Background: an optimization exercise with open tools, aiming at small area, a short achievable clock period and few clock cycles. Do not read the settings as production practice. Only simulation tests tie the RTL to the original design; equivalence was not proved. No activity file was given, so power comes from the tool's default toggle rates.

File: flow/config.mk
export PLATFORM = sky130hd
export DESIGN_NAME = lenet_classifier_top
export DESIGN_NICKNAME = lenet_classifier_top
export VERILOG_FILES = /design/flow/design.v
export SDC_FILE = /design/flow/constraint.sdc
export NUM_CORES = 4
export LEC_CHECK = 0
export CAP_MARGIN = 20
export CORE_MARGIN = 2
export CORE_UTILIZATION = 85
export PLACE_DENSITY = 0.9
export SETUP_SLACK_MARGIN = 5
export SLEW_MARGIN = 20
File: flow/constraint.sdc
create_clock -name core_clock -period 10.0 [get_ports {i_sclk}]
set_input_delay 2.0000 -clock core_clock [delete_from_list [all_inputs] [get_ports {i_sclk}]]
set_output_delay 2.0000 -clock core_clock [all_outputs]
set_load 0.01 [all_outputs]
File: flow/design.v
package lenet_pkg;
	localparam int N_IN       = 84;
	localparam int N_OUT      = 10;
	localparam int FEAT_BYTES = (N_IN + 7) / 8;
	localparam int W_BYTES    = N_OUT * N_IN;
	localparam int WW         = 8;
	localparam int SCORE_W    = 15;
	localparam int LABEL_W    = 4;
	localparam int N_TAP      = 7;
	localparam int SEG        = N_IN / N_TAP;
	localparam int N_BLK      = N_IN / SEG;
	localparam int TAP_B      = 11;
	localparam int A_START    = ((-(TAP_B + 2)) % SEG + SEG) % SEG;
	localparam int M_OFF      = ((TAP_B + A_START + 2) / SEG) % N_BLK;
	localparam logic [1:0] KIND_WEIGHTS  = 2'd0;
	localparam logic [1:0] KIND_BIASES   = 2'd1;
	localparam logic [1:0] KIND_FEATURES = 2'd2;
	localparam logic [1:0] KIND_RESERVED = 2'd3;
endpackage
`timescale 1ns/1ns
import lenet_pkg::*;
module weight_ram
(
	input  logic                         i_sclk,
	input  logic [N_OUT-1:0]             i_we,
	input  logic [WW-1:0]                i_wdata,
	output logic [N_OUT-1:0][N_TAP-1:0][WW-1:0] o_tap
);
	logic [N_IN-1:0][N_OUT*WW-1:0] ring;
	logic [N_OUT*WW-1:0]           wrap;
	always_comb
	begin
		for (int c = 0; c < N_OUT; c++)
			wrap[c*WW +: WW] = i_we[c] ? i_wdata : ring[0][c*WW +: WW];
	end
	always_ff @(posedge i_sclk)
		ring <= {wrap, ring[N_IN-1:1]};
	always_comb
	begin
		for (int c = 0; c < N_OUT; c++)
			for (int k = 0; k < N_TAP; k++)
				o_tap[c][k] = ring[(SEG * k + TAP_B - c + N_IN) % N_IN][c*WW +: WW];
	end
endmodule
`timescale 1ns/1ns
import lenet_pkg::*;
module param_arbiter
(
	input  logic                         i_sclk,
	input  logic                         i_we,
	input  logic [3:0]                   i_waddr,
	input  logic [WW-1:0]                i_wdata,
	output logic [N_OUT-1:0][WW-1:0]     o_bias
);
	always_ff @(posedge i_sclk)
	begin
		for (int c = 0; c < N_OUT; c++)
			if (i_we && i_waddr == 4'(c))
				o_bias[c] <= i_wdata;
	end
endmodule
`timescale 1ns/1ns
import lenet_pkg::*;
module param_stream_loader
(
	input  logic                     i_sclk,
	input  logic                     i_rstn,
	input  logic                     i_in_valid,
	output logic                     o_in_ready,
	input  logic [7:0]               i_in_data,
	output logic [N_OUT-1:0]         o_w_we,
	output logic                     o_b_we,
	output logic [3:0]               o_b_addr,
	output logic                     o_start,
	output logic [N_BLK-1:0]         o_m,
	output logic [N_IN-1:0]          o_features
);
	localparam logic [1:0] ST_HDR = 2'd0;
	localparam logic [1:0] ST_W   = 2'd1;
	localparam logic [1:0] ST_B   = 2'd2;
	localparam logic [1:0] ST_F   = 2'd3;
	logic [1:0]       st;
	logic [3:0]       cs;
	logic [2:0]       cb;
	logic [N_OUT-1:0] wcls;
	logic [3:0]       ph_s;
	logic [2:0]       ph_b;
	logic [3:0]       ph_s_inc;
	logic [2:0]       ph_b_inc;
	logic             pending;
	logic [4:0]       bz;
	logic [4:0]       bz_n;
	logic             pend_n;
	logic             accept;
	logic             w_first;
	logic             w_last;
	logic             rdy_a;
	logic             rdy_n;
	logic [1:0]       in_kind;
	assign in_kind = i_in_data[7:6];
	assign accept  = i_in_valid && o_in_ready;
	assign w_first = (cs == 4'd0) && (cb == 3'd0) && wcls[0];
	assign w_last  = (cs == 4'(SEG - 1)) && (cb == 3'(N_BLK - 1)) && wcls[N_OUT-1];
	always_comb
	begin
		if (ph_s == 4'(SEG - 1))
		begin
			ph_s_inc = 4'd0;
			ph_b_inc = (ph_b == 3'(N_BLK - 1)) ? 3'd0 : ph_b + 3'd1;
		end
		else
		begin
			ph_s_inc = ph_s + 4'd1;
			ph_b_inc = ph_b;
		end
	end
	assign o_start = pending && (ph_s == 4'(A_START));
	assign pend_n  = pending && !o_start;
	assign bz_n    = o_start ? 5'd22 : (bz != 5'd0) ? bz - 5'd1 : 5'd0;
	always_comb
	begin
		rdy_a = 1'b1;
		if (st == ST_HDR)
			case (in_kind)
				KIND_WEIGHTS,
				KIND_BIASES:   rdy_a = !pend_n && (bz_n == 5'd0);
				KIND_FEATURES: rdy_a = !pend_n;
				default:       rdy_a = 1'b1;
			endcase
		case (st)
			ST_HDR: rdy_n = 1'b1;
			ST_W:   rdy_n = !pend_n && (bz_n == 5'd0)
			                && (w_first || (ph_s_inc == cs && ph_b_inc == cb));
			ST_B:   rdy_n = !pend_n && (bz_n == 5'd0);
			default: rdy_n = !pend_n;
		endcase
	end
	assign o_w_we   = (accept && st == ST_W) ? wcls : '0;
	assign o_b_we   = accept && st == ST_B;
	assign o_b_addr = cs;
	always_ff @(posedge i_sclk)
	begin
		if (!i_rstn)
		begin
			st         <= ST_HDR;
			pending    <= 1'b0;
			bz         <= '0;
			o_in_ready <= 1'b1;
		end
		else
		begin
			o_in_ready <= accept ? rdy_a : rdy_n;
			bz         <= bz_n;
			pending    <= pend_n || (accept && st == ST_F && cs == 4'(FEAT_BYTES - 1));
			if (accept)
				case (st)
					ST_HDR:
						case (in_kind)
							KIND_WEIGHTS:  st <= ST_W;
							KIND_BIASES:   st <= ST_B;
							KIND_FEATURES: st <= ST_F;
							default:       st <= ST_HDR;
						endcase
					ST_W:
						if (w_last)
							st <= ST_HDR;
					ST_B:
						if (cs == 4'(N_OUT - 1))
							st <= ST_HDR;
					default:
						if (cs == 4'(FEAT_BYTES - 1))
							st <= ST_HDR;
				endcase
		end
	end
	always_ff @(posedge i_sclk)
	begin
		if (accept && st == ST_W && w_first)
		begin
			ph_s <= 4'd1;
			ph_b <= 3'd0;
		end
		else
		begin
			ph_s <= ph_s_inc;
			ph_b <= ph_b_inc;
		end
		if (accept)
		begin
			if (st == ST_HDR)
			begin
				cs   <= '0;
				cb   <= '0;
				wcls <= N_OUT'(1);
			end
			else if (cs == 4'(SEG - 1))
			begin
				cs <= '0;
				if (cb == 3'(N_BLK - 1))
				begin
					cb   <= '0;
					wcls <= {wcls[N_OUT-2:0], 1'b0};
				end
				else
					cb <= cb + 3'd1;
			end
			else
				cs <= cs + 4'd1;
		end
		if (accept && st == ST_F)
			for (int i = 0; i < N_IN; i++)
				if (int'(cs) == i / 8)
					o_features[i] <= i_in_data[i % 8];
		if (o_start)
			for (int b = 0; b < N_BLK; b++)
				o_m[(b + M_OFF) % N_BLK] <= (ph_b == 3'(b));
	end
endmodule
`timescale 1ns/1ns
import lenet_pkg::*;
module fc_layer_engine
(
	input  logic                                 i_sclk,
	input  logic                                 i_rstn,
	input  logic                                 i_start,
	input  logic [N_BLK-1:0]                     i_m,
	input  logic [N_IN-1:0]                      i_features,
	input  logic [N_OUT-1:0][N_TAP-1:0][WW-1:0] i_tap,
	input  logic [N_OUT-1:0][WW-1:0]             i_bias,
	output logic                                 o_score_valid,
	output logic                                 o_score_first,
	output logic                                 o_score_last,
	output logic [SCORE_W-1:0]                   o_score
);
	localparam int NTOK = SEG + N_OUT + 2;
	logic [N_TAP-1:0][SEG-1:0]   fp;
	logic [N_TAP-1:0][N_OUT-1:0] fd;
	logic [NTOK-1:0]             tok;
	always_ff @(posedge i_sclk)
	begin
		for (int s = 0; s < N_TAP; s++)
			if (i_start)
				fp[s] <= i_features[s*SEG +: SEG];
			else
				fp[s] <= fp[s] >> 1;
	end
	always_ff @(posedge i_sclk)
	begin
		for (int k = 0; k < N_TAP; k++)
		begin
			fd[k][0] <= 1'b0;
			for (int m = 0; m < N_BLK; m++)
				if (i_m[m])
					fd[k][0] <= fp[(k + m) % N_TAP][0];
			for (int c = 1; c < N_OUT; c++)
				fd[k][c] <= fd[k][c-1];
		end
	end
	always_ff @(posedge i_sclk)
	begin
		if (!i_rstn)
			tok <= '0;
		else
			tok <= {tok[NTOK-2:0], i_start};
	end
	logic [N_OUT-1:0][SCORE_W-1:0] acc_s;
	logic [N_OUT-1:0][SCORE_W-1:0] acc_c;
	for (genvar c = 0; c < N_OUT; c++)
	begin : g_cls
		logic [N_TAP-1:0] feat;
		for (genvar k = 0; k < N_TAP; k++)
		begin : g_tap
			assign feat[k] = fd[k][c];
		end
		fc_class_acc acc_i (
			.i_sclk  (i_sclk),
			.i_first (tok[1 + c]),
			.i_feat  (feat),
			.i_w     (i_tap[c]),
			.i_bias  (i_bias[c]),
			.o_acc_s (acc_s[c]),
			.o_acc_c (acc_c[c])
		);
	end
	logic [SCORE_W-1:0] rs, rc;
	logic               rv, rfirst, rlast;
	always_ff @(posedge i_sclk)
	begin
		rs <= '0;
		rc <= '0;
		for (int c = 0; c < N_OUT; c++)
			if (tok[SEG + 1 + c])
			begin
				rs <= acc_s[c];
				rc <= acc_c[c];
			end
	end
	always_ff @(posedge i_sclk)
	begin
		if (!i_rstn)
		begin
			rv            <= 1'b0;
			o_score_valid <= 1'b0;
		end
		else
		begin
			rv            <= |tok[SEG + N_OUT : SEG + 1];
			o_score_valid <= rv;
		end
		rfirst        <= tok[SEG + 1];
		rlast         <= tok[SEG + N_OUT];
		o_score_first <= rfirst;
		o_score_last  <= rlast;
		o_score       <= rs + rc;
	end
endmodule
`timescale 1ns/1ns
module fc_class_acc
(
	input  logic                   i_sclk,
	input  logic                   i_first,
	input  logic [6:0]             i_feat,
	input  logic [6:0][7:0]        i_w,
	input  logic [7:0]             i_bias,
	output logic [14:0]            o_acc_s,
	output logic [14:0]            o_acc_c
);
	logic [7:0] g0;
	logic [7:0] g1;
	logic [7:0] g2;
	logic [7:0] g3;
	logic [7:0] g4;
	logic [7:0] g5;
	logic [7:0] g6;
	logic [14:0] bs, bc;
	logic s1, k2, s3, k4, s5, k6, s7, k8, s9, k10, s11, k12, s13, k14, s15, k16, s17, k18, s19, k20, s21, k22, s23, k24, s25, k26, s27, k28, s29, k30, s31, k32, s33, k34, s35, k36, s37, k38, s39, k40, s41, k42, s43, k44, s45, k46, s47, k48, s49, k50, s51, k52, s53, k54, s55, k56, s57, k58, s59, k60, s61, k62, s63, k64, s65, k66, s67, k68, s69, k70, s71, k72, s73, k74, s75, k76, s77, k78, s79, k80, s81, k82, s83, k84, s85, k86, s87, k88, s89, k90, s91, k92, s93, k94, s95, k96, s97, k98, s99, k100, s101, k102, s103, k104, s105, k106, s107, k108, s109, k110, s111, k112, s113, k114, s115, k116, s117, k118, s119, k120, s121, k122, s123, k124, s125, k126, s127, k128, s129, k130;
	assign g0 = {~(i_feat[0] & i_w[0][7]), {7{i_feat[0]}} & i_w[0][6:0]};
	assign g1 = {~(i_feat[1] & i_w[1][7]), {7{i_feat[1]}} & i_w[1][6:0]};
	assign g2 = {~(i_feat[2] & i_w[2][7]), {7{i_feat[2]}} & i_w[2][6:0]};
	assign g3 = {~(i_feat[3] & i_w[3][7]), {7{i_feat[3]}} & i_w[3][6:0]};
	assign g4 = {~(i_feat[4] & i_w[4][7]), {7{i_feat[4]}} & i_w[4][6:0]};
	assign g5 = {~(i_feat[5] & i_w[5][7]), {7{i_feat[5]}} & i_w[5][6:0]};
	assign g6 = {~(i_feat[6] & i_w[6][7]), {7{i_feat[6]}} & i_w[6][6:0]};
	assign bs = i_first ? {7'd0, ~i_bias[7], i_bias[6:0]} : o_acc_s;
	assign bc = i_first ? 15'd0 : o_acc_c;
	assign s1 = bs[0] ^ bc[0] ^ g0[0];
	assign k2 = (bs[0] & bc[0]) | (bs[0] & g0[0]) | (bc[0] & g0[0]);
	assign s3 = g1[0] ^ g2[0];
	assign k4 = g1[0] & g2[0];
	assign s5 = bs[1] ^ bc[1] ^ g0[1];
	assign k6 = (bs[1] & bc[1]) | (bs[1] & g0[1]) | (bc[1] & g0[1]);
	assign s7 = g1[1] ^ g2[1] ^ g3[1];
	assign k8 = (g1[1] & g2[1]) | (g1[1] & g3[1]) | (g2[1] & g3[1]);
	assign s9 = g4[1] ^ g5[1];
	assign k10 = g4[1] & g5[1];
	assign s11 = bs[2] ^ bc[2] ^ g0[2];
	assign k12 = (bs[2] & bc[2]) | (bs[2] & g0[2]) | (bc[2] & g0[2]);
	assign s13 = g1[2] ^ g2[2] ^ g3[2];
	assign k14 = (g1[2] & g2[2]) | (g1[2] & g3[2]) | (g2[2] & g3[2]);
	assign s15 = g4[2] ^ g5[2] ^ g6[2];
	assign k16 = (g4[2] & g5[2]) | (g4[2] & g6[2]) | (g5[2] & g6[2]);
	assign s17 = bs[3] ^ bc[3] ^ g0[3];
	assign k18 = (bs[3] & bc[3]) | (bs[3] & g0[3]) | (bc[3] & g0[3]);
	assign s19 = g1[3] ^ g2[3] ^ g3[3];
	assign k20 = (g1[3] & g2[3]) | (g1[3] & g3[3]) | (g2[3] & g3[3]);
	assign s21 = g4[3] ^ g5[3] ^ g6[3];
	assign k22 = (g4[3] & g5[3]) | (g4[3] & g6[3]) | (g5[3] & g6[3]);
	assign s23 = bs[4] ^ bc[4] ^ g0[4];
	assign k24 = (bs[4] & bc[4]) | (bs[4] & g0[4]) | (bc[4] & g0[4]);
	assign s25 = g1[4] ^ g2[4] ^ g3[4];
	assign k26 = (g1[4] & g2[4]) | (g1[4] & g3[4]) | (g2[4] & g3[4]);
	assign s27 = g4[4] ^ g5[4] ^ g6[4];
	assign k28 = (g4[4] & g5[4]) | (g4[4] & g6[4]) | (g5[4] & g6[4]);
	assign s29 = bs[5] ^ bc[5] ^ g0[5];
	assign k30 = (bs[5] & bc[5]) | (bs[5] & g0[5]) | (bc[5] & g0[5]);
	assign s31 = g1[5] ^ g2[5] ^ g3[5];
	assign k32 = (g1[5] & g2[5]) | (g1[5] & g3[5]) | (g2[5] & g3[5]);
	assign s33 = g4[5] ^ g5[5] ^ g6[5];
	assign k34 = (g4[5] & g5[5]) | (g4[5] & g6[5]) | (g5[5] & g6[5]);
	assign s35 = bs[6] ^ bc[6] ^ g0[6];
	assign k36 = (bs[6] & bc[6]) | (bs[6] & g0[6]) | (bc[6] & g0[6]);
	assign s37 = g1[6] ^ g2[6] ^ g3[6];
	assign k38 = (g1[6] & g2[6]) | (g1[6] & g3[6]) | (g2[6] & g3[6]);
	assign s39 = g4[6] ^ g5[6] ^ g6[6];
	assign k40 = (g4[6] & g5[6]) | (g4[6] & g6[6]) | (g5[6] & g6[6]);
	assign s41 = bs[7] ^ bc[7] ^ g0[7];
	assign k42 = (bs[7] & bc[7]) | (bs[7] & g0[7]) | (bc[7] & g0[7]);
	assign s43 = g1[7] ^ g2[7] ^ g3[7];
	assign k44 = (g1[7] & g2[7]) | (g1[7] & g3[7]) | (g2[7] & g3[7]);
	assign s45 = g4[7] ^ g5[7] ^ g6[7];
	assign k46 = (g4[7] & g5[7]) | (g4[7] & g6[7]) | (g5[7] & g6[7]);
	assign s47 = g3[0] ^ g4[0] ^ g5[0];
	assign k48 = (g3[0] & g4[0]) | (g3[0] & g5[0]) | (g4[0] & g5[0]);
	assign s49 = k2 ^ k4 ^ g6[1];
	assign k50 = (k2 & k4) | (k2 & g6[1]) | (k4 & g6[1]);
	assign s51 = s5 ^ s7;
	assign k52 = s5 & s7;
	assign s53 = k6 ^ k8 ^ k10;
	assign k54 = (k6 & k8) | (k6 & k10) | (k8 & k10);
	assign s55 = s11 ^ s13 ^ s15;
	assign k56 = (s11 & s13) | (s11 & s15) | (s13 & s15);
	assign s57 = k12 ^ k14 ^ k16;
	assign k58 = (k12 & k14) | (k12 & k16) | (k14 & k16);
	assign s59 = s17 ^ s19 ^ s21;
	assign k60 = (s17 & s19) | (s17 & s21) | (s19 & s21);
	assign s61 = k18 ^ k20 ^ k22;
	assign k62 = (k18 & k20) | (k18 & k22) | (k20 & k22);
	assign s63 = s23 ^ s25 ^ s27;
	assign k64 = (s23 & s25) | (s23 & s27) | (s25 & s27);
	assign s65 = k24 ^ k26 ^ k28;
	assign k66 = (k24 & k26) | (k24 & k28) | (k26 & k28);
	assign s67 = s29 ^ s31 ^ s33;
	assign k68 = (s29 & s31) | (s29 & s33) | (s31 & s33);
	assign s69 = k30 ^ k32 ^ k34;
	assign k70 = (k30 & k32) | (k30 & k34) | (k32 & k34);
	assign s71 = s35 ^ s37 ^ s39;
	assign k72 = (s35 & s37) | (s35 & s39) | (s37 & s39);
	assign s73 = k36 ^ k38 ^ k40;
	assign k74 = (k36 & k38) | (k36 & k40) | (k38 & k40);
	assign s75 = s41 ^ s43 ^ s45;
	assign k76 = (s41 & s43) | (s41 & s45) | (s43 & s45);
	assign s77 = k42 ^ k44 ^ k46;
	assign k78 = (k42 & k44) | (k42 & k46) | (k44 & k46);
	assign s79 = bs[8] ^ bc[8];
	assign k80 = bs[8] & bc[8];
	assign s81 = g6[0] ^ s1;
	assign k82 = g6[0] & s1;
	assign s83 = k48 ^ s9 ^ s49;
	assign k84 = (k48 & s9) | (k48 & s49) | (s9 & s49);
	assign s85 = k50 ^ k52 ^ s53;
	assign k86 = (k50 & k52) | (k50 & s53) | (k52 & s53);
	assign s87 = k54 ^ k56 ^ s57;
	assign k88 = (k54 & k56) | (k54 & s57) | (k56 & s57);
	assign s89 = k58 ^ k60 ^ s61;
	assign k90 = (k58 & k60) | (k58 & s61) | (k60 & s61);
	assign s91 = k62 ^ k64 ^ s65;
	assign k92 = (k62 & k64) | (k62 & s65) | (k64 & s65);
	assign s93 = k66 ^ k68 ^ s69;
	assign k94 = (k66 & k68) | (k66 & s69) | (k68 & s69);
	assign s95 = k70 ^ k72 ^ s73;
	assign k96 = (k70 & k72) | (k70 & s73) | (k72 & s73);
	assign s97 = k74 ^ k76 ^ s77;
	assign k98 = (k74 & k76) | (k74 & s77) | (k76 & s77);
	assign s99 = k78 ^ k80 ^ bs[9];
	assign k100 = (k78 & k80) | (k78 & bs[9]) | (k80 & bs[9]);
	assign s101 = s3 ^ s47;
	assign k102 = s3 & s47;
	assign s103 = k82 ^ s51 ^ s83;
	assign k104 = (k82 & s51) | (k82 & s83) | (s51 & s83);
	assign s105 = k84 ^ s55 ^ s85;
	assign k106 = (k84 & s55) | (k84 & s85) | (s55 & s85);
	assign s107 = k86 ^ s59 ^ s87;
	assign k108 = (k86 & s59) | (k86 & s87) | (s59 & s87);
	assign s109 = k88 ^ s63 ^ s89;
	assign k110 = (k88 & s63) | (k88 & s89) | (s63 & s89);
	assign s111 = k90 ^ s67 ^ s91;
	assign k112 = (k90 & s67) | (k90 & s91) | (s67 & s91);
	assign s113 = k92 ^ s71 ^ s93;
	assign k114 = (k92 & s71) | (k92 & s93) | (s71 & s93);
	assign s115 = k94 ^ s75 ^ s95;
	assign k116 = (k94 & s75) | (k94 & s95) | (s75 & s95);
	assign s117 = k96 ^ s79 ^ s97;
	assign k118 = (k96 & s79) | (k96 & s97) | (s79 & s97);
	assign s119 = k98 ^ bc[9] ^ s99;
	assign k120 = (k98 & bc[9]) | (k98 & s99) | (bc[9] & s99);
	assign s121 = k100 ^ bs[10] ^ bc[10];
	assign k122 = (k100 & bs[10]) | (k100 & bc[10]) | (bs[10] & bc[10]);
	assign s123 = bs[11] ^ bc[11];
	assign k124 = bs[11] & bc[11];
	assign s125 = bs[12] ^ bc[12];
	assign k126 = bs[12] & bc[12];
	assign s127 = bs[13] ^ bc[13];
	assign k128 = bs[13] & bc[13];
	assign s129 = bs[14] ^ bc[14];
	assign k130 = bs[14] & bc[14];
	always_ff @(posedge i_sclk)
	begin
		o_acc_s <= {k128, k126, k124, k122, k120, k118, k116, k114, k112, k110, k108, k106, k104, k102, s81};
		o_acc_c <= {s129, s127, s125, s123, s121, s119, s117, s115, s113, s111, s109, s107, s105, s103, s101};
	end
endmodule
`timescale 1ns/1ns
import lenet_pkg::*;
module max_label_picker
(
	input  logic                      i_sclk,
	input  logic                      i_rstn,
	input  logic                      i_score_valid,
	input  logic                      i_score_first,
	input  logic                      i_score_last,
	input  logic [SCORE_W-1:0]        i_score,
	output logic [LABEL_W-1:0]        o_label,
	output logic                      o_label_valid
);
	logic [SCORE_W-1:0]        max_score;
	logic [LABEL_W-1:0]        max_cls;
	logic [LABEL_W-1:0]        cls;
	logic                      take;
	assign take = i_score_first || (i_score > max_score);
	always_ff @(posedge i_sclk)
	begin
		if (i_score_valid)
		begin
			cls <= i_score_first ? LABEL_W'(1) : cls + 1'b1;
			if (take)
			begin
				max_score <= i_score;
				max_cls   <= i_score_first ? '0 : cls;
			end
		end
		o_label <= take ? cls : max_cls;
	end
	always_ff @(posedge i_sclk)
	begin
		if (!i_rstn)
			o_label_valid <= 1'b0;
		else
			o_label_valid <= i_score_valid && i_score_last;
	end
endmodule
`timescale 1ns/1ns
import lenet_pkg::*;
module lenet_classifier_top
(
	input  logic               i_sclk,
	input  logic               i_rstn,
	input  logic               i_in_valid,
	output logic               o_in_ready,
	input  logic [7:0]         i_in_data,
	output logic [LABEL_W-1:0] o_label,
	output logic               o_label_valid
);
	logic [N_OUT-1:0]                     w_we;
	logic                                 b_we;
	logic [3:0]                           b_addr;
	logic                                 start;
	logic [N_BLK-1:0]                     m;
	logic [N_IN-1:0]                      features;
	logic [N_OUT-1:0][N_TAP-1:0][WW-1:0] tap;
	logic [N_OUT-1:0][WW-1:0]             bias;
	logic                                 score_valid;
	logic                                 score_first;
	logic                                 score_last;
	logic [SCORE_W-1:0]                   score;
	param_stream_loader param_stream_loader_i (
		.i_sclk     (i_sclk),
		.i_rstn     (i_rstn),
		.i_in_valid (i_in_valid),
		.o_in_ready (o_in_ready),
		.i_in_data  (i_in_data),
		.o_w_we     (w_we),
		.o_b_we     (b_we),
		.o_b_addr   (b_addr),
		.o_start    (start),
		.o_m        (m),
		.o_features (features)
	);
	weight_ram weight_ram_i (
		.i_sclk  (i_sclk),
		.i_we    (w_we),
		.i_wdata (i_in_data),
		.o_tap   (tap)
	);
	param_arbiter param_arbiter_i (
		.i_sclk  (i_sclk),
		.i_we    (b_we),
		.i_waddr (b_addr),
		.i_wdata (i_in_data),
		.o_bias  (bias)
	);
	fc_layer_engine fc_layer_engine_i (
		.i_sclk        (i_sclk),
		.i_rstn        (i_rstn),
		.i_start       (start),
		.i_m           (m),
		.i_features    (features),
		.i_tap         (tap),
		.i_bias        (bias),
		.o_score_valid (score_valid),
		.o_score_first (score_first),
		.o_score_last  (score_last),
		.o_score       (score)
	);
	max_label_picker max_label_picker_i (
		.i_sclk        (i_sclk),
		.i_rstn        (i_rstn),
		.i_score_valid (score_valid),
		.i_score_first (score_first),
		.i_score_last  (score_last),
		.i_score       (score),
		.o_label       (o_label),
		.o_label_valid (o_label_valid)
	);
endmodule
File: flow/flow/run.sh
#!/bin/bash
# Standard ORFS layout with these changes in how it is made:
#  - ports are buffered with buf_4;
#  - clock tree synthesis without dummy loads and with larger sink clusters.
# The SDC (clock period, I/O delays) is the standard flow's, unchanged.
set -euo pipefail
bash standard.sh SETUP_SLACK_MARGIN=6.8 MATCH_CELL_FOOTPRINT=0 \
  "BUFFER_PORTS_ARGS=-buffer_cell sky130_fd_sc_hd__buf_4" \
  "CTS_ARGS=-sink_clustering_enable -repair_clock_nets -dont_use_dummy_load -sink_clustering_size 30 -sink_clustering_max_diameter 100" \
  finish > flow_make.log 2>&1
File: flow/standard.sh
#!/bin/bash
# synth_recipe.tcl (not shown) runs the flow's synth.tcl, then flattens the netlist and writes it again
# the make line also repeats each setting of config.mk as NAME=value (left out here)
make -C /OpenROAD-flow-scripts/flow DESIGN_CONFIG=/design/flow/config.mk WORK_HOME=/design/flow/orfs CLKGATE_MAP_FILE= SYNTH_SCRIPT=/design/flow/synth_recipe.tcl "${@:-finish}"
==> flow_summary.yaml, run 1 <==
synth:
  ys.flop_type: "dfxtp_1"
  synth_enable_flop_cells: 211
  synthCells: 10900
  yosysTopAreaCell: "dfxtp_1"
  syn-cell-area_mm2: 0.179
  yosys_warnings: 6
  yosysSeqAreaShare_pct: 85.1
  ys_async_sr_fraction_pct: 0
  synth_area_leaders: "dfxtp_1 82%, fa_1 6.2%, edfxtp_1 3.5%"
  syn-num-nets: 11600
  synth_area_per_cell_um2: 16.4
  synth_seq_cells: 7480
  ys_types: 57
  synth_top_area_share_pct: 81.5
floorplan:
  initial_utilization_pct: 85.3
  pin_count: 17
  num_rows: 168
  die_h_um: 462
  chipWidth_um: 462
place:
  gp_congestion: 0.883
  numPortBuffers: 16
  dp_hpwl_um: 270000
run_status:
  failing_step: "detailed placement"
  firstError: "[ERROR DPL-0033] detailed placement checks failed during check placement."
  outcome: "aborted with a tool error"
==> power by group through the flow <==
| stage | clock network (mW) | logic (mW) | registers (mW) |
|---|---|---|---|
| after global placement | 0 | 0.795 | 31.5 |
| after floorplan | 0 | 0.625 | 31.4 |
==> synth_stat cells (all sizes together) (2+ instances only) <==
cell type	instances
and2	257
dfxtp	7269
mux2	117
nor4b	3
nand3	15
mux2i	22
ha	134
a31oi	8
xor2	8
clkbuf	95
and3	12
inv	667
a22oi	3
o21a	2
a211oi	4
xnor2	26
o221ai	3
nand2	685
o31ai	48
or3	4
nor3b	4
a21o	5
nor2	85
nor4	6
buf	36
clkinv	2
a2111oi	3
o22ai	6
nor2b	236
fa	551
nand2b	29
o21ai	76
nand3b	8
a221oi	53
a221o	34
o211ai	4
nand4	5
or2	4
nor3	19
edfxtp	211
a21oi	101
==> logic make-up after synthesis <==
kind of cell	count (synthesis)	share of synthesized area (%)
adders and majority gates	685	7.12
xor gates and xnor gates	34	0.167
muxes	139	0.861
and+or+nand+nor	1375	3.74
buffers and inverters	800	1.71
AOI/OAI and AO/OA	356	1.33
DFF	7480	85.1
==> how the worst min path moves through the flow <==
stage | from | end | slack, ns | cells past startpoint
after global placement | weight_ram_i.ring[502] | weight_ram_i.ring[422] | 0.31 | 0
after floorplan | fc_layer_engine_i.rfirst | fc_layer_engine_i.o_score_first | 0.31 | 0
Testbench counts, summed over its fixed seeds: cycles 10,864.
==> run 2: changes to the inputs <==
--- a/flow/flow/run.sh
+++ b/flow/flow/run.sh
@@ -6,3 +6,3 @@
 set -euo pipefail
-bash standard.sh SETUP_SLACK_MARGIN=6.8 MATCH_CELL_FOOTPRINT=0 \
+bash standard.sh SETUP_SLACK_MARGIN=6.6 MATCH_CELL_FOOTPRINT=0 \
   "BUFFER_PORTS_ARGS=-buffer_cell sky130_fd_sc_hd__buf_4" \
--- a/flow/config.mk
+++ b/flow/config.mk
@@ -9,4 +9,4 @@
 export CORE_MARGIN = 2
-export CORE_UTILIZATION = 85
-export PLACE_DENSITY = 0.9
+export CORE_UTILIZATION = 70
+export PLACE_DENSITY = 0.75
 export SETUP_SLACK_MARGIN = 5
==> run 2 against run 1 <==
  * The run now finishes clean
  * Area after synthesis is the same
  * Synthesized cell count is the same
==> flow_summary.yaml, run 2 <==
run_status:
  outcome: "finished clean"
synth:
  post-synth-top-count-cell: "dfxtp_1"
  synth_area_leaders: "dfxtp_1 82%, fa_1 6.2%, edfxtp_1 3.5%"
  synth_enable_flop_cells: 211
  ys_async_sr_fraction_pct: 0
  synth_common_cells: "7269 x dfxtp_1, 684 x nand2_1, 666 x inv_1, 551 x fa_1, 257 x and2_1"
  ys.flop_type: "dfxtp_1"
  yosysTopAreaCell: "dfxtp_1"
  ys_types: 57
  syn-cell-area_mm2: 0.179
  syn-num-nets: 11600
  synthCells: 10900
  yosys_warnings: 6
  synth_top_area_share_pct: 81.5
  synth_area_per_cell_um2: 16.4
  yosysSeqAreaShare_pct: 85.1
  synth_seq_cells: 7480
place:
  gp_congestion: 0.866
  dp_slack_ns: 5.48
  numPortBuffers: 16
  dp_hpwl_um: 190000
setup_path:
  reg2reg_slack_ns: 6.71
  critPathCaptureType: "output pin"
  r2r-start: "fc_layer_engine_i.tok[3]"
  cp_num_buf_inv: 1
  r2r_end: "fc_layer_engine_i.g_cls[2].acc_i.o_acc_c[7]"
  max_stage_delay_ns: 0.41
  cp_cell_sequence: "buf_6"
  crit_required_ns: 8.00
  reg2regPathDepth: 8
  worst_setup_path_start_kind: "flip-flop"
  arrival_ns: 1.45
  crit_fanout: 2
  criticalPathCategory: "flip-flop to output pin"
  cpMaxStageDelayCell: "dfxtp_4"
  cp_top_family: "flip-flops"
grt:
  met3_usage_pct: 3.19
  grt_use_total_pct: 23.2
  grt_pass1_vias: 73200
  antenna_found_initial: 31
  grt_pass1_wl_um: 445000
  met1_usage_pct: 35.3
  top_usage_layer: "met2"
  grt_use_met2_pct: 35.5
  grt_max_degree: 86
  grt-ovfl-total: 0
sta:
  worstMarginPinSlew_ns: 1.10
  skew_ns: 0.0812
  whs_ns: 0.267
  max_freq_mhz: 290
  finalCriticalPeriod_ns: 3.45
  finalCritPeriodShare_pct: 34.5
  max-slew-margin-rel_pct: 26.4
  rsz0062_at_grt: "true"
  final_hold_viol_count: 0
  finalMaxSlewViolations: 0
  tns_ns: 0
  finalSetupViolCount: 0
  timing.final.ws_setup_ns: 6.55
clock_network:
  root_buffer: "clkbuf_16"
  clk_path_buf_depth: 4
  path_clk_slew_ns: 0.11
  cts_tree: "built"
  clkLatencyLatePin_ns: 0.97
  hold_buffers: 0
  clkSinkCount: 7480
  h-tree-depth: 5
  cts_buffers: 300
finish:
  layout_commonest_cell: "dfxtp_1"
  final_cell_mix: "7258 x dfxtp_1, 684 x nand2_1, 665 x inv_1"
  final.fill_count: 14500
  top_regs: "weight_ram_i.ring x6720, fc_layer_engine_i.g_cls.acc_i.o_acc_c x150, fc_layer_engine_i.g_cls.acc_i.o_acc_s x150"
  largest_register_ffs: 6720
  drive_above_1_share_pct: 4.49
  syn2layout_area_growth_pct: 6.57
  regMostFlops: "weight_ram_i.ring"
  nets: 11800
floorplan:
  dieArea_mm2: 0.259
  chipWidth_um: 509
  pin_count: 17
  core_area_mm2: 0.254
  die_h_um: 509
  num_rows: 185
  initial_utilization_pct: 70.3
route:
  viasPerCell: 4.83
  drcViolationCount: 0
  wl_um: 296000
  final_antenna_net_count: 0
  drtIter0Drc: 4680
  wl_per_cell_um: 20.4
  vias: 69900
  first_pass_iters: 5
hold_path:
  hold_path.class: "flip-flop to flip-flop"
  whs_endpoint: "weight_ram_i.ring[2773]"
  min_path_cells: 0
  hold_path.startpoint: "weight_ram_i.ring[2853]"
power_and_ir_drop:
  p_total_mw: 45.4
  power_density_mw_per_mm2: 238
  p_leak_nw: 78.0
  ir_drop_v: 0.000204
run:
  maxCapViolations: 0
## run 2: cell counts after synthesis
Identical to the previous run, type by type.
## run 2: routing by layer
| metal | vias to the layer above | share of wire, % | wire (um) |
|---|---|---|---|
| met4 | 6 | 2.6 | 7600 |
| met1 | 34600 | 49 | 144000 |
| li1 | 33700 | - | - |
| met3 | 450 | 4.3 | 12600 |
| met2 | 1166 | 45 | 132000 |
| met5 | - | 0.014 | 41 |
## run 2: worst max path at each step
stage,from,end,slack (ns),depth (start not counted)
6_report,param_stream_loader_i.o_in_ready,o_in_ready,6.55,1
5_1_grt,param_stream_loader_i.o_in_ready,o_in_ready,6.48,1
4_1_cts,param_stream_loader_i.o_in_ready,o_in_ready,6.42,1
3_5_place_dp,i_in_valid,param_arbiter_i.o_bias[23],5.48,5
3_3_place_gp,i_in_valid,param_arbiter_i.o_bias[0],5.51,5
2_1_floorplan,i_in_valid,param_stream_loader_i.o_features[32],6.70,4
## run 2: where the power goes
part / switching [mW] / leakage (nW) / internal [mW]
sequential: 0.355 / 60.6 / 30.5
combinational: 0.496 / 13.7 / 0.395
clock: 8.15 / 3.70 / 5.43
total: 9.00 / 78.0 / 36.4
## run 2: cells by family after synthesis
| logic type | count (synthesis) | share of synthesized area (%) |
|---|---|---|
| mux | 139 | 0.861 |
| fa+ha+maj | 685 | 7.12 |
| simple gates | 1375 | 3.74 |
| xor+xnor | 34 | 0.167 |
| flops | 7480 | 85.1 |
| buf+inv | 800 | 1.71 |
| compound gates | 356 | 1.33 |
## run 2: per-stage QoR
step | cells | instance area, um2 | utilization [%]
finish | 14500 | 190000 | 74.9
global placement | 14200 | 183000 | 71.9
CTS | 14500 | 190000 | 74.9
global route | 14500 | 190000 | 74.9
detailed placement | 14200 | 183000 | 71.9
floorplan | 10900 | 179000 | -
## run 2: final cells by class
type                    instances  area (um2)  area share [%]
flip-flops and latches       7480      152000            79.8
multi-input cells            2589       23600            12.4
clock buffers                 300        7510            3.95
well taps                    3366        4210            2.21
inverters                     669        2510            1.32
repair buffers                 54         444           0.233
diodes                         14        35.0          0.0184
## run 2: timing repair
item                                    4_1_cts  5_1_grt
setup buffers                                 3        0
endpoints found under the setup margin       28       34
hold endpoints to repair                      0        0
gates resized for setup                      10        8
pin swaps                                     0        0
==> run 3: changes to the inputs <==
--- a/flow/design.v
+++ b/flow/design.v
@@ -285,7 +285,7 @@
 	logic [SCORE_W-1:0] rs, rc;
-	logic               rv, rfirst, rlast;
-	always_ff @(posedge i_sclk)
+	logic               rv;
+	always_comb
 	begin
-		rs <= '0;
-		rc <= '0;
+		rs = '0;
+		rc = '0;
 		for (int c = 0; c < N_OUT; c++)
@@ -293,6 +293,7 @@
 			begin
-				rs <= acc_s[c];
-				rc <= acc_c[c];
+				rs = rs | acc_s[c];
+				rc = rc | acc_c[c];
 			end
 	end
+	assign rv = |tok[SEG + N_OUT : SEG + 1];
 	always_ff @(posedge i_sclk)
@@ -300,15 +301,7 @@
 		if (!i_rstn)
-		begin
-			rv            <= 1'b0;
 			o_score_valid <= 1'b0;
-		end
 		else
-		begin
-			rv            <= |tok[SEG + N_OUT : SEG + 1];
 			o_score_valid <= rv;
-		end
-		rfirst        <= tok[SEG + 1];
-		rlast         <= tok[SEG + N_OUT];
-		o_score_first <= rfirst;
-		o_score_last  <= rlast;
+		o_score_first <= tok[SEG + 1];
+		o_score_last  <= tok[SEG + N_OUT];
 		o_score       <= rs + rc;
==> flow/flow/run.sh (replaced) <==
#!/bin/bash
# Standard ORFS layout with these changes in how it is made:
#  - ports are buffered with buf_4;
#  - clock tree synthesis without dummy loads and with larger sink clusters.
# The SDC (clock period, I/O delays) is the standard flow's, unchanged.
set -euo pipefail
bash standard.sh SETUP_SLACK_MARGIN=6.8 MATCH_CELL_FOOTPRINT=0 \
  "BUFFER_PORTS_ARGS=-buffer_cell sky130_fd_sc_hd__buf_4" \
  "CTS_ARGS=-sink_clustering_enable -repair_clock_nets -dont_use_dummy_load -sink_clustering_size 24 -sink_clustering_max_diameter 60" \
  finish > flow_make.log 2>&1
--- a/flow/config.mk
+++ b/flow/config.mk
@@ -9,4 +9,4 @@
 export CORE_MARGIN = 2
-export CORE_UTILIZATION = 70
-export PLACE_DENSITY = 0.75
+export CORE_UTILIZATION = 78
+export PLACE_DENSITY = 0.82
 export SETUP_SLACK_MARGIN = 5
==> run 3 against run 2 <==
  * Sequential power increased by 1%
  * Synthesized cell count shrank 2.1%
  * Largest power group unchanged
  * Area after synthesis shrank 0.42%
  * Global-route usage increased by 13 points
  * Clock power increased by 15%
  * First-iteration DRC count up 63%
  * Register-to-register slack lost 0.05 ns
  * Critical path depth is the same
  * Worst setup slack got worse by 0.024 ns
==> flow_summary.yaml, run 3 <==
run_status:
  outcome: "finished clean"
setup_path:
  r2r-start: "fc_layer_engine_i.tok[3]"
  path_depth: 1
  cp-endpoint: "o_in_ready"
  critPathCaptureType: "output pin"
  cp_top_family: "flip-flops"
  cpMaxStageDelayCell: "dfxtp_2"
  reg2regPathDepth: 10
  worst_setup_path_start_kind: "flip-flop"
  arrival_ns: 1.48
  crit_fanout: 2
  r2r_end: "fc_layer_engine_i.g_cls[2].acc_i.o_acc_c[8]"
  criticalPathCategory: "flip-flop to output pin"
  critPathLaunch: "param_stream_loader_i.o_in_ready"
  cp_cell_sequence: "buf_8"
  cp_num_buf_inv: 1
  reg2reg_slack_ns: 6.66
  max_stage_delay_ns: 0.36
  crit_required_ns: 8.00
power_and_ir_drop:
  power_density_mw_per_mm2: 251
  ir_drop_v: 0.000292
  p_leak_nw: 79.3
synth:
  synth_mux_area_share_pct: 0.912
  post-synth-top-count-cell: "dfxtp_1"
  yosysTopAreaCell: "dfxtp_1"
  synth_enable_flop_cells: 211
  syn-num-nets: 11300
  yosys_warnings: 6
  syn-cell-area_mm2: 0.178
  yosys.area_share.simple_pct: 3.96
  ys_async_sr_fraction_pct: 0
  synth_top_family_by_area: "adder cells"
  synth_fa_ha_area_share_pct: 7.15
  synth_area_per_cell_um2: 16.7
  synth-compound-area-share_pct: 1.14
  synthCells: 10600
  yosysSeqAreaShare_pct: 85.1
  ys.flop_type: "dfxtp_1"
  synth_top_area_share_pct: 81.5
  synth_seq_cells: 7447
  synth_common_cells: "7236 x dfxtp_1, 659 x inv_1, 580 x and2_1, 551 x fa_1, 319 x nand2_1"
  synth_xor_area_share_pct: 0.163
  synth_area_leaders: "dfxtp_1 81%, fa_1 6.2%, edfxtp_1 3.6%"
  ys_types: 55
finish:
  layout_commonest_cell: "dfxtp_1"
  drive_above_1_share_pct: 6.38
  stdcell_area_mm2: 0.192
  nets: 11700
  largest_register_ffs: 6720
  top_regs: "weight_ram_i.ring x6720, fc_layer_engine_i.g_cls.acc_i.o_acc_c x150, fc_layer_engine_i.g_cls.acc_i.o_acc_s x150"
  syn2layout_area_growth_pct: 7.84
  final_cell_mix: "7200 x dfxtp_1, 646 x inv_1, 566 x and2_1"
  regMostFlops: "weight_ram_i.ring"
sta:
  finalSetupViolCount: 0
  finalCriticalPeriod_ns: 3.48
  max-slew-margin-rel_pct: 27.3
  finalMaxSlewViolations: 0
  skew_ns: 0.0728
  worstMarginPinSlew_ns: 1.09
  finalCritPeriodShare_pct: 34.8
  final_hold_viol_count: 0
  tns_ns: 0
  max_freq_mhz: 288
  rsz0062_at_grt: "true"
route:
  drtIter0Drc: 7613
  viasPerCell: 5.49
  first_pass_iters: 8
  drcViolationCount: 0
  wl_um: 427000
  vias: 77000
  final_antenna_net_count: 0
  wl_per_cell_um: 30.5
grt:
  grt_max_degree: 80
  antenna_found_initial: 58
  grt_pass1_vias: 84300
  grt-ovfl-total: 0
  grt_pass1_wl_um: 586000
  grt_use_total_pct: 35.9
floorplan:
  initial_utilization_pct: 78.3
  pin_count: 17
  core_area_mm2: 0.227
  num_rows: 175
  die_h_um: 481
  dieArea_mm2: 0.232
  chipWidth_um: 481
clock_network:
  hold_buffers: 0
  clkSinkCount: 7447
  h-tree-depth: 5
  clkLatencyLatePin_ns: 1.01
  root_buffer: "clkbuf_16"
  cts_tree: "built"
  path_clk_slew_ns: 0.09
  clk_path_buf_depth: 4
  cts_buffers: 363
run:
  maxCapViolations: 0
place:
  dp_hpwl_um: 223000
  placed_area_mm2: 0.182
  numPortBuffers: 16
  gp_congestion: 1.08
hold_path:
  hold_path.class: "flip-flop to flip-flop"
==> run 3: metal layers <==
layer	track usage, %	wire length, um	vias up
met3	6.63	28700	1350
li1	-	-	33200
met1	43.2	153000	38900
met5	0	118	-
met2	62.1	216000	3515
met4	18.1	29200	16
==> run 3: logic make-up after synthesis <==
logic type               Yosys count
AO/OA/AOI/OAI                    283
adder cells (fa/ha/maj)          686
XOR/XNOR                          33
multiplexers                     145
AND/OR/NAND/NOR                 1283
buffers and inverters            762
flip-flops                      7447
==> run 3: per-stage QoR <==
stage	utilization (%)	setup slack, ns	total power [mW]	hold slack (ns)	cells
finish	84.4	6.52	48.2	0.272	14000
global placement	79.9	5.46	32.8	0.310	13600
global route	84.4	6.50	49.2	0.261	14000
CTS	84.2	6.50	47.9	0.269	14000
floorplan	-	6.68	32.3	0.310	10600
detailed placement	79.9	5.42	33.0	0.312	13600
==> run 3: worst min path at each step <==
stage	to	from	slack [ns]	depth (start not counted)
after global routing	weight_ram_i.ring[1088]	weight_ram_i.ring[1168]	0.26	0
after floorplan	weight_ram_i.ring[0]	weight_ram_i.ring[80]	0.31	0
after global placement	weight_ram_i.ring[4346]	weight_ram_i.ring[4426]	0.31	0
final	weight_ram_i.ring[1088]	weight_ram_i.ring[1168]	0.27	0
after CTS	weight_ram_i.ring[1568]	weight_ram_i.ring[1648]	0.27	0
after detailed placement	weight_ram_i.ring[1083]	weight_ram_i.ring[1163]	0.31	0
==> run 3: power by group <==
part / internal [mW] / total (mW) / leakage [nW] / switching (mW)
clock: 6.52 / 15.7 / 4.47 / 9.16
sequential: 30.7 / 31.3 / 60.3 / 0.598
combinational: 0.503 / 1.23 / 14.5 / 0.724
total: 37.7 / 48.2 / 79.3 / 10.5
==> run 3: final cells by class <==
cell class / count / area [um2]
Fill cell: 8823 / 35400
Tap cell: 3009 / 3760
Multi-Input combinational cell: 2430 / 24000
Timing Repair Buffer: 88 / 1040
Clock buffer: 363 / 9080
Inverter: 660 / 2480
Sequential cell: 7447 / 151000
Antenna cell: 22 / 55.1
==> run 3: what timing repair did <==
item / CTS / global route
gates cloned: 6 / 5
setup buffers: 10 / 20
setup endpoints to repair: 211 / 138
endpoints found under the hold margin: 0 / 0
pin swaps: 11 / 29
resized for setup: 106 / 63
Testbench counts of run 3, summed over its fixed seeds: cycles 10,856.
==> run 4: changes to the inputs <==
--- a/flow/config.mk
+++ b/flow/config.mk
@@ -9,4 +9,4 @@
 export CORE_MARGIN = 2
-export CORE_UTILIZATION = 78
-export PLACE_DENSITY = 0.82
+export CORE_UTILIZATION = 70
+export PLACE_DENSITY = 0.75
 export SETUP_SLACK_MARGIN = 5
==> run 4 against run 3 <==
  * Non-clock buffer count decreased by 20
  * Register-to-register slack improved by 0.03 ns
  * Fmax is 1.9% higher
  * Clock skew is 0.034 ns higher
  * Clock power decreased by 3%
  * First-iteration DRC count is 38% lower
  * Worst setup slack better by 0.064 ns
  * Cell area grew 0.19%
  * Flip-flop and latch count unchanged
  * Largest power group unchanged
  * Sequential share of layout area decreased by 0.16 points
  * Still clean
  * Area after synthesis unchanged
==> flow_summary.yaml, run 4 <==
run_status:
  outcome: "finished clean"
sta:
  max-slew-margin-rel_pct: 40.9
  finalMaxSlewViolations: 0
  skew_ns: 0.107
  worstMarginPinSlew_ns: 0.887
  finalCriticalPeriod_ns: 3.41
  final_hold_viol_count: 0
  tns_ns: 0
  rsz0062_at_grt: "true"
  finalSetupViolCount: 0
  finalCritPeriodShare_pct: 34.1
  whs_ns: 0.254
  max_freq_mhz: 293
clock_network:
  clkLatencyLatePin_ns: 0.99
  path_clk_slew_ns: 0.09
  hold_buffers: 0
  clkSinkCount: 7447
  cts_buffers: 371
  clk_path_buf_depth: 4
  root_buffer: "clkbuf_16"
  cts_tree: "built"
  h-tree-depth: 5
synth:
  syn-cell-area_mm2: 0.178
  yosysSeqAreaShare_pct: 85.1
  yosys_warnings: 6
  yosysTopAreaCell: "dfxtp_1"
  ys_async_sr_fraction_pct: 0
  ys.flop_type: "dfxtp_1"
  synth_seq_cells: 7447
  syn-num-nets: 11300
  ys_types: 55
  synth_enable_flop_cells: 211
  post-synth-top-count-cell: "dfxtp_1"
  synth_top_area_share_pct: 81.5
  synth_common_cells: "7236 x dfxtp_1, 659 x inv_1, 580 x and2_1, 551 x fa_1, 319 x nand2_1"
  synth_area_leaders: "dfxtp_1 81%, fa_1 6.2%, edfxtp_1 3.6%"
  synth_area_per_cell_um2: 16.7
  synthCells: 10600
power_and_ir_drop:
  seqPwrFrac_pct: 65.8
  pwr-share-clk_pct: 31.9
  p_leak_nw: 79.3
  power.internal_mw: 37.8
  switching_power_mw: 9.72
  power_density_mw_per_mm2: 247
  switching_share_pct: 20.5
  comb_power_share_pct: 2.3
  ir_drop_v: 0.000264
setup_path:
  critPathLaunch: "max_label_picker_i.o_label[0]"
  cp_top_family: "flip-flops"
  cp-endpoint: "o_label[0]"
  arrival_ns: 1.41
  cp_cell_sequence: "buf_6"
  r2r-start: "fc_layer_engine_i.tok[14]"
  max_stage_delay_ns: 0.33
  critPathCaptureType: "output pin"
  reg2regPathDepth: 11
  crit_fanout: 1
  reg2reg_slack_ns: 6.69
  path_depth: 1
  r2r_end: "fc_layer_engine_i.o_score[14]"
  cp_num_buf_inv: 1
  criticalPathCategory: "flip-flop to output pin"
  crit_required_ns: 8.00
  worst_setup_path_start_kind: "flip-flop"
  cpMaxStageDelayCell: "dfxtp_2"
floorplan:
  dieArea_mm2: 0.258
  num_rows: 184
  pin_count: 17
  core_area_mm2: 0.252
  chipWidth_um: 508
  initial_utilization_pct: 70.6
  die_h_um: 508
route:
  drcViolationCount: 0
  vias: 70600
  final_antenna_net_count: 0
  viasPerCell: 4.92
  drtIter0Drc: 4692
  first_pass_iters: 6
  wl_per_cell_um: 22.6
  wl_um: 324000
finish:
  final_cell_mix: "7207 x dfxtp_1, 659 x inv_1, 566 x and2_1"
  nets: 11700
  drive_above_1_share_pct: 6.02
  regMostFlops: "weight_ram_i.ring"
  layout_commonest_cell: "dfxtp_1"
  syn2layout_area_growth_pct: 8.04
  top_regs: "weight_ram_i.ring x6720, fc_layer_engine_i.g_cls.acc_i.o_acc_c x150, fc_layer_engine_i.g_cls.acc_i.o_acc_s x150"
  final.fill_count: 13700
  largest_register_ffs: 6720
  fin_util_pct: 76.2
  stdcell_area_mm2: 0.192
place:
  numPortBuffers: 16
  gp_congestion: 1.05
  placed_area_mm2: 0.182
  dp_hpwl_um: 201000
grt:
  antenna_found_initial: 51
  grt_use_total_pct: 25.5
  grt_pass1_vias: 75300
  grt-ovfl-total: 0
  grt_max_degree: 80
  grt_pass1_wl_um: 482000
run:
  maxCapViolations: 0
hold_path:
  hold_path.class: "flip-flop to flip-flop"
  min_path_cells: 0
## run 4: per-layer routing
| layer | up-vias | global-route usage (%) | wire length, um |
|---|---|---|---|
| met5 | - | 0 | 0 |
| met4 | 0 | 8.03 | 10600 |
| met3 | 532 | 3.17 | 13000 |
| met2 | 1463 | 41.0 | 153000 |
| met1 | 35300 | 36.8 | 148000 |
| li1 | 33200 | - | - |
## run 4: worst register-to-register path: stages (launching register included)
cell and delay (ns):
dfxtp_4 0.36, buf_12 0.15, a22oi_2 0.56, nand4_1 0.20, ha_2 0.25, fa_2 0.37
a211oi_2 0.22, nor2_2 0.11, o31a_1 0.30, a221oi_2 0.31, o21ai_1 0.15, xnor2_1 0.15
## run 4: power groups by stage
stage / sequential, mW / clock [mW] / combinational [mW]
floorplan: 31.6 / 0 / 0.755
global placement: 31.9 / 0 / 0.996
detailed placement: 31.9 / 0 / 1.08
CTS: 31.2 / 15.4 / 1.09
global route: 31.3 / 16.4 / 1.26
finish: 31.2 / 15.2 / 1.09
## run 4: through the flow
step           total power [mW]  std cells  setup slack (ns)
2_1_floorplan              32.3      10600              6.68
3_3_place_gp               32.9      13900              5.24
3_5_place_dp               33.0      13900              5.37
4_1_cts                    47.8      14300              6.52
5_1_grt                    49.0      14300              6.53
6_report                   47.5      14300              6.59
## run 4: layout make-up
class                           count  area [um2]  share of cell area (%)
Antenna cell                       18        45.0                  0.0235
Clock buffer                      371        9280                    4.83
Sequential cell                  7447      151000                    78.8
Tap cell                         3348        4190                    2.18
Timing Repair Buffer               68         806                   0.420
Inverter                          660        2480                    1.29
Multi-Input combinational cell   2430       24000                    12.5
## run 4: worst min path at each step
stage / start / endpoint
after floorplan: weight_ram_i.ring[80] / weight_ram_i.ring[0]
after global placement: weight_ram_i.ring[4706] / weight_ram_i.ring[4626]
after detailed placement: weight_ram_i.ring[1376] / weight_ram_i.ring[1296]
after CTS: weight_ram_i.ring[528] / weight_ram_i.ring[448]
after global routing: weight_ram_i.ring[528] / weight_ram_i.ring[448]
final: weight_ram_i.ring[528] / weight_ram_i.ring[448]
## run 4: cell families (layout without fill, tap and decap cells)
group	after synthesis	count (layout)	share of synthesized area, %
other cells	0	18	0
fa+ha+maj	686	686	7.15
mux	145	145	0.912
compound gates	283	283	1.14
flops	7447	7447	85.1
buf+inv	762	1099	1.61
xor+xnor	33	33	0.163
simple gates	1283	1283	3.96
## run 4: what timing repair did
action                     CTS  global route
setup buffers                3            16
resized for setup           67            66
pin swaps                   12            18
gates cloned                 0             5
setup endpoints to repair  158           152
==> run 5: changes to the inputs <==
--- a/flow/flow/run.sh
+++ b/flow/flow/run.sh
@@ -6,3 +6,3 @@
 set -euo pipefail
-bash standard.sh SETUP_SLACK_MARGIN=6.8 MATCH_CELL_FOOTPRINT=0 \
+bash standard.sh SETUP_SLACK_MARGIN=6.6 MATCH_CELL_FOOTPRINT=0 \
   "BUFFER_PORTS_ARGS=-buffer_cell sky130_fd_sc_hd__buf_4" \
==> run 5 against run 4 <==
  * Still clean
  * Flip-flop and latch count is the same
  * Sequential share of layout area grew 0.21 points
  * Cell area down 0.30%
  * Sequential power about the same
  * Worst hold slack got worse by 0.016 ns
  * First-iteration DRC count increased by 1.9%
  * Cell count fell by 0.15%
  * Power fell by 0.30%
  * Worst setup slack got worse by 0.11 ns
  * Largest cell class unchanged
  * Largest power group unchanged
  * Highest routed layer unchanged
==> flow_summary.yaml, run 5 <==
run_status:
  outcome: "finished clean"
synth:
  syn-cell-area_mm2: 0.178
  yosys_warnings: 6
  yosysSeqAreaShare_pct: 85.1
  post-synth-top-count-cell: "dfxtp_1"
  synth_seq_cells: 7447
  synth_area_per_cell_um2: 16.7
  syn-num-nets: 11300
  synthCells: 10600
  ys_types: 55
  synth_common_cells: "7236 x dfxtp_1, 659 x inv_1, 580 x and2_1, 551 x fa_1, 319 x nand2_1"
  synth_top_area_share_pct: 81.5
  yosysTopAreaCell: "dfxtp_1"
  synth_area_leaders: "dfxtp_1 81%, fa_1 6.2%, edfxtp_1 3.6%"
  synth_enable_flop_cells: 211
  ys_async_sr_fraction_pct: 0
  ys.flop_type: "dfxtp_1"
sta:
  worstMarginPinSlew_ns: 1.16
  finalCritPeriodShare_pct: 35.2
  finalCriticalPeriod_ns: 3.52
  max_freq_mhz: 284
  final_hold_viol_count: 0
  finalSetupViolCount: 0
  whs_ns: 0.238
  max-slew-margin-rel_pct: 22.5
  finalMaxSlewViolations: 0
  rsz0062_at_grt: "true"
  timing.final.ws_setup_ns: 6.48
  tns_ns: 0
  skew_ns: 0.109
finish:
  syn2layout_area_growth_pct: 7.71
  final_cell_mix: "7229 x dfxtp_1, 659 x inv_1, 580 x and2_1"
  nets: 11700
  final.fill_count: 13900
  fin_cells: 14300
  largest_register_ffs: 6720
  top_regs: "weight_ram_i.ring x6720, fc_layer_engine_i.g_cls.acc_i.o_acc_c x150, fc_layer_engine_i.g_cls.acc_i.o_acc_s x150"
  regMostFlops: "weight_ram_i.ring"
  layout_commonest_cell: "dfxtp_1"
  drive_above_1_share_pct: 5.34
floorplan:
  pin_count: 17
  die_h_um: 508
  chipWidth_um: 508
  initial_utilization_pct: 70.6
  core_area_mm2: 0.252
  dieArea_mm2: 0.258
  num_rows: 184
grt:
  grt_pass1_vias: 75200
  met3_usage_pct: 3.30
  grt_pass1_wl_um: 474000
  grt_use_met2_pct: 40.2
  top_usage_layer: "met2"
  antenna_found_initial: 37
  met1_usage_pct: 35.7
  grt_use_total_pct: 25.0
  grt_max_degree: 79
  grt-ovfl-total: 0
setup_path:
  worst_setup_path_start_kind: "input pin"
  critPathCaptureType: "flip-flop"
  crit_fanout: 8
  max_stage_delay_ns: 0.99
  cp_cell_sequence: "buf_4, nand2_1, inv_1, nand3_1, nor2_1"
  r2r-start: "fc_layer_engine_i.tok[14]"
  reg2regPathDepth: 10
  reg2reg_slack_ns: 6.61
  crit_required_ns: 10.52
  criticalPathCategory: "input pin to flip-flop"
  cpMaxStageDelayCell: "nor2_1"
  arrival_ns: 4.04
  r2r_end: "fc_layer_engine_i.o_score[14]"
power_and_ir_drop:
  p_leak_nw: 79.1
  switching_share_pct: 20.3
  pwr-share-clk_pct: 31.8
  p_total_mw: 47.4
  seqPwrFrac_pct: 65.9
  power_density_mw_per_mm2: 247
  switching_power_mw: 9.61
  power.internal_mw: 37.7
  ir_drop_v: 0.000217
  comb_power_share_pct: 2.3
hold_path:
  min_path_cells: 0
  hold_path.class: "flip-flop to flip-flop"
  whs_endpoint: "weight_ram_i.ring[5367]"
  hold_path.startpoint: "weight_ram_i.ring[5447]"
clock_network:
  cts_buffers: 369
  root_buffer: "clkbuf_16"
  clkLatencyLatePin_ns: 0.99
  clk_path_buf_depth: 4
  path_clk_slew_ns: 0.08
  hold_buffers: 0
  h-tree-depth: 5
  cts_tree: "built"
  clkSinkCount: 7447
route:
  drcViolationCount: 0
  wl_um: 316000
  final_antenna_net_count: 0
  wl_per_cell_um: 22.1
  first_pass_iters: 5
  viasPerCell: 4.90
  drtIter0Drc: 4781
  vias: 70200
place:
  dp_slack_ns: 5.27
  dp_hpwl_um: 196000
  gp_congestion: 1.08
  numPortBuffers: 16
  placed_cells: 13900
run:
  maxCapViolations: 0
run 5: cell counts after synthesis:
No cell type changed its count.
run 5: per-stage QoR:
stage	area, um2	util, %
global route	191000	76.0
CTS	191000	76.0
finish	191000	76.0
global placement	182000	72.2
floorplan	178000	-
detailed placement	182000	72.2
run 5: timing repair:
item | in CTS | in global routing
buffers inserted | 3 | 1
resized for setup | 26 | 21
endpoints found under the setup margin | 51 | 52
pin swaps | 3 | 3
run 5: power by group through the flow:
stage,logic (mW),clock network [mW],registers (mW)
after floorplan,0.754,0,31.6
after global placement,0.985,0,31.8
after detailed placement,1.06,0,31.8
after CTS,1.09,15.3,31.2
after global routing,1.24,16.3,31.3
final,1.08,15.1,31.2
run 5: logic make-up (layout without fill, tap and decap cells):
family / Yosys count / after routing / share of synthesized area (%)
and+or+nand+nor: 1283 / 1283 / 3.96
muxes: 145 / 145 / 0.912
buffers and inverters: 762 / 1083 / 1.61
AOI/OAI and AO/OA: 283 / 283 / 1.14
other: 0 / 13 / 0
xor gates and xnor gates: 33 / 33 / 0.163
DFF: 7447 / 7447 / 85.1
adders and majority gates: 686 / 686 / 7.15
run 5: metal layers:
metal | vias to the layer above | wire length, um
met5 | - | 0
met4 | 0 | 10600
met3 | 493 | 13000
met2 | 1382 | 149000
met1 | 35100 | 144000
li1 | 33200 | -
run 5: worst max-delay path, delay by kind of cell:
family,cells,cell delay (ns)
buf+inv,2,0.44
simple gates,3,1.57
run 5: worst max-delay path by stage:
stage / from / endpoint / slack (ns) / cells after the start
floorplan: i_in_valid / param_stream_loader_i.o_features[0] / 6.66 / 5
global placement: i_in_valid / param_arbiter_i.o_bias[16] / 5.30 / 6
detailed placement: i_in_valid / param_arbiter_i.o_bias[59] / 5.27 / 6
CTS: max_label_picker_i.o_label_valid / o_label_valid / 6.51 / 1
global route: max_label_picker_i.o_label_valid / o_label_valid / 6.51 / 1
finish: i_in_valid / param_arbiter_i.o_bias[76] / 6.48 / 5
run 5: final cells by class:
class                           count  area [um2]  area share (%)
Sequential cell                  7447      151000            79.0
Inverter                          660        2480            1.29
Clock buffer                      369        9230            4.82
Multi-Input combinational cell   2430       23900            12.5
Tap cell                         3348        4190            2.19
Timing Repair Buffer               54         467           0.244
Antenna cell                       13        32.5          0.0170
==> run 6: changes to the inputs <==
--- a/flow/flow/run.sh
+++ b/flow/flow/run.sh
@@ -6,3 +6,3 @@
 set -euo pipefail
-bash standard.sh SETUP_SLACK_MARGIN=6.6 MATCH_CELL_FOOTPRINT=0 \
+bash standard.sh SETUP_SLACK_MARGIN=7.0 MATCH_CELL_FOOTPRINT=0 \
   "BUFFER_PORTS_ARGS=-buffer_cell sky130_fd_sc_hd__buf_4" \
==> run 6 against run 5 <==
  * Die area stayed put
  * Cell area is 1.0% higher
  * Global-route usage is 0.72 points higher
  * Power is 0.37% higher
  * Critical path depth is 4 lower
  * Area after synthesis stayed put
  * Critical path type is now flip-flop to output pin
  * Largest power group unchanged
==> flow_summary.yaml, run 6 <==
run_status:
  outcome: "finished clean"
clock_network:
  clkLatencyLatePin_ns: 1.00
  h-tree-depth: 5
  path_clk_slew_ns: 0.09
  root_buffer: "clkbuf_16"
  clk_path_buf_depth: 4
  cts_tree: "built"
  cts_buffers: 371
  hold_buffers: 0
  clkSinkCount: 7447
synth:
  synth_seq_cells: 7447
  post-synth-top-count-cell: "dfxtp_1"
  yosysTopAreaCell: "dfxtp_1"
  ys_async_sr_fraction_pct: 0
  synth_enable_flop_cells: 211
  synth_common_cells: "7236 x dfxtp_1, 659 x inv_1, 580 x and2_1, 551 x fa_1, 319 x nand2_1"
  syn-cell-area_mm2: 0.178
  yosysSeqAreaShare_pct: 85.1
  yosys_warnings: 6
  synthCells: 10600
  syn-num-nets: 11300
  synth_area_per_cell_um2: 16.7
  synth_area_leaders: "dfxtp_1 81%, fa_1 6.2%, edfxtp_1 3.6%"
  ys.flop_type: "dfxtp_1"
  ys_types: 55
  synth_top_area_share_pct: 81.5
finish:
  final_cell_mix: "7177 x dfxtp_1, 620 x inv_1, 566 x and2_1"
  drive_above_1_share_pct: 8.03
  final.fill_count: 13600
  syn2layout_area_growth_pct: 8.80
  stdcell_area_mm2: 0.193
  top_regs: "weight_ram_i.ring x6720, fc_layer_engine_i.g_cls.acc_i.o_acc_c x150, fc_layer_engine_i.g_cls.acc_i.o_acc_s x150"
  multiInputGateArea_mm2: 0.0245
  largest_register_ffs: 6720
  layout_commonest_cell: "dfxtp_1"
  nets: 11700
  regArea_mm2: 0.151
  fin_cells: 14400
  regMostFlops: "weight_ram_i.ring"
floorplan:
  num_rows: 184
  die_h_um: 508
  chipWidth_um: 508
  pin_count: 17
  core_area_mm2: 0.252
  initial_utilization_pct: 70.6
  dieArea_mm2: 0.258
hold_path:
  whs_endpoint: "weight_ram_i.ring[6355]"
  hold_path.startpoint: "weight_ram_i.ring[6435]"
  hold_path.class: "flip-flop to flip-flop"
  min_path_cells: 0
route:
  first_pass_iters: 6
  drcViolationCount: 0
  wl_um: 327000
  drtIter0Drc: 4839
  wl_per_cell_um: 22.7
  vias: 70600
  viasPerCell: 4.90
  final_antenna_net_count: 0
setup_path:
  criticalPathCategory: "flip-flop to output pin"
  cp_num_buf_inv: 1
  arrival_ns: 1.46
  worst_setup_path_start_kind: "flip-flop"
  cpMaxStageDelayCell: "dfxtp_4"
  max_stage_delay_ns: 0.43
  cp_top_family: "flip-flops"
  cp_cell_sequence: "buf_6"
  crit_required_ns: 8.00
  r2r_end: "fc_layer_engine_i.o_score[14]"
  reg2regPathDepth: 10
  r2r-start: "fc_layer_engine_i.tok[14]"
  reg2reg_slack_ns: 6.93
  crit_fanout: 2
  critPathCaptureType: "output pin"
place:
  dp_slack_ns: 5.86
  numPortBuffers: 16
  gp_congestion: 1.12
  placed_cells: 13900
  dp_hpwl_um: 200000
  placed_area_mm2: 0.182
sta:
  finalCritPeriodShare_pct: 34.6
  max-slew-margin-rel_pct: 39.8
  timing.final.ws_setup_ns: 6.54
  rsz0062_at_grt: "true"
  max_freq_mhz: 289
  final_hold_viol_count: 0
  tns_ns: 0
  finalMaxSlewViolations: 0
  skew_ns: 0.0966
  worstMarginPinSlew_ns: 0.898
  finalSetupViolCount: 0
  finalCriticalPeriod_ns: 3.46
run:
  maxCapViolations: 0
grt:
  grt_max_degree: 80
  antenna_found_initial: 38
  grt_pass1_wl_um: 485000
  grt_pass1_vias: 75300
  grt-ovfl-total: 0
  grt_use_total_pct: 25.7
power_and_ir_drop:
  power_density_mw_per_mm2: 246
  p_leak_nw: 79.7
  ir_drop_v: 0.000244
-- run 6: cell counts after synthesis --
No cell type changed its count.
-- run 6: logic make-up (layout without fill, tap and decap cells) --
family,Yosys count,after routing,synth area share [%]
AOI/OAI and AO/OA,283,283,1.14
xor gates and xnor gates,33,33,0.163
adders and majority gates,686,686,7.15
buffers and inverters,762,1158,1.61
DFF,7447,7447,85.1
muxes,145,145,0.912
other,0,18,0
and+or+nand+nor,1283,1283,3.96
-- run 6: metal layers --
| layer | global-route usage, % | vias up | share of wire [%] |
|---|---|---|---|
| met1 | 37.3 | 35300 | 46 |
| li1 | - | 33400 | - |
| met2 | 41.2 | 1356 | 47 |
| met4 | 7.57 | 2 | 3.2 |
| met5 | 0 | - | 0.0024 |
| met3 | 3.21 | 513 | 4.0 |
-- run 6: repair_timing --
| action | 4_1_cts | 5_1_grt |
|---|---|---|
| pin swaps | 41 | 102 |
| endpoints found under the setup margin | 193 | 124 |
| setup buffers | 41 | 25 |
| resized for setup | 189 | 139 |
| gates cloned | 14 | 5 |
-- run 6: how the worst max path moves through the flow --
stage | from | endpoint | slack [ns] | depth (start not counted)
4_1_cts | param_stream_loader_i.o_in_ready | o_in_ready | 6.43 | 1
3_5_place_dp | i_in_data[6] | param_stream_loader_i.st[0] | 5.86 | 8
2_1_floorplan | i_in_valid | param_stream_loader_i.o_features[0] | 6.99 | 5
5_1_grt | param_stream_loader_i.o_in_ready | o_in_ready | 6.51 | 1
3_3_place_gp | i_in_data[6] | param_stream_loader_i.st[0] | 5.77 | 8
6_report | param_stream_loader_i.o_in_ready | o_in_ready | 6.54 | 1
-- run 6: report_power, final --
part	total [mW]	internal, mW	switching (mW)
registers	31.3	30.7	0.609
logic	1.08	0.471	0.611
clock network	15.2	6.62	8.53
total	47.5	37.8	9.75
-- run 6: through the flow --
| stage | utilization, % | power (mW) | hold WS (ns) |
|---|---|---|---|
| floorplan | - | 32.3 | 0.310 |
| global placement | 72.3 | 32.9 | 0.309 |
| detailed placement | 72.3 | 33.0 | 0.312 |
| CTS | 76.5 | 47.8 | 0.249 |
| global route | 76.8 | 49.0 | 0.251 |
| finish | 76.8 | 47.5 | 0.250 |
-- run 6: cell type report --
class / count / area share, %
inverter: 660 / 1.29
clock buffer: 371 / 4.80
tap: 3348 / 2.17
timing repair buffer: 127 / 0.803
sequential: 7447 / 78.2
multi-input combinational: 2430 / 12.7
antenna: 18 / 0.0233

==> static timing again, ports no longer ideal <==
The results above use ideal ports. As a check the final layouts listed here were re-extracted and re-timed, cells and wires unchanged.
Step 1 sets driving cells, clkbuf_16 on the clock port and buf_2 on the other inputs (assumed; they add their load-dependent delay and slew).
Step 2 adds t to the input delays and takes it off the output delays; t is the mean of the earliest and latest rising clock arrival at the registers after step 1. Input paths then give back, and output paths get back, about the clock's delay inside the block.
Three values: ideal, step 1, step 2; two values: the first two.
run	shift t [ns]	slack for setup (ns)	hold slack, ns	worst register clock-pin slew, ns
run 2	1.024	6.549 / 6.451 / 5.651	0.267 / 0.267 / 0.267	0.12 / 0.12
run 3	1.075	6.525 / 6.424 / 5.677	0.272 / 0.272 / 0.272	0.11 / 0.11
run 4	1.034	6.589 / 6.494 / 5.814	0.254 / 0.254 / 0.254	0.11 / 0.11
run 5	1.030	6.483 / 6.483 / 5.518	0.238 / 0.238 / 0.238	0.10 / 0.10
run 6	1.046	6.542 / 6.446 / 5.970	0.250 / 0.250 / 0.250	0.11 / 0.11
After both steps setup and hold are still met in every run listed. The setup slack of run 5, which loses most, moves by 0.000 ns with the drivers and by -0.965 ns with both steps.
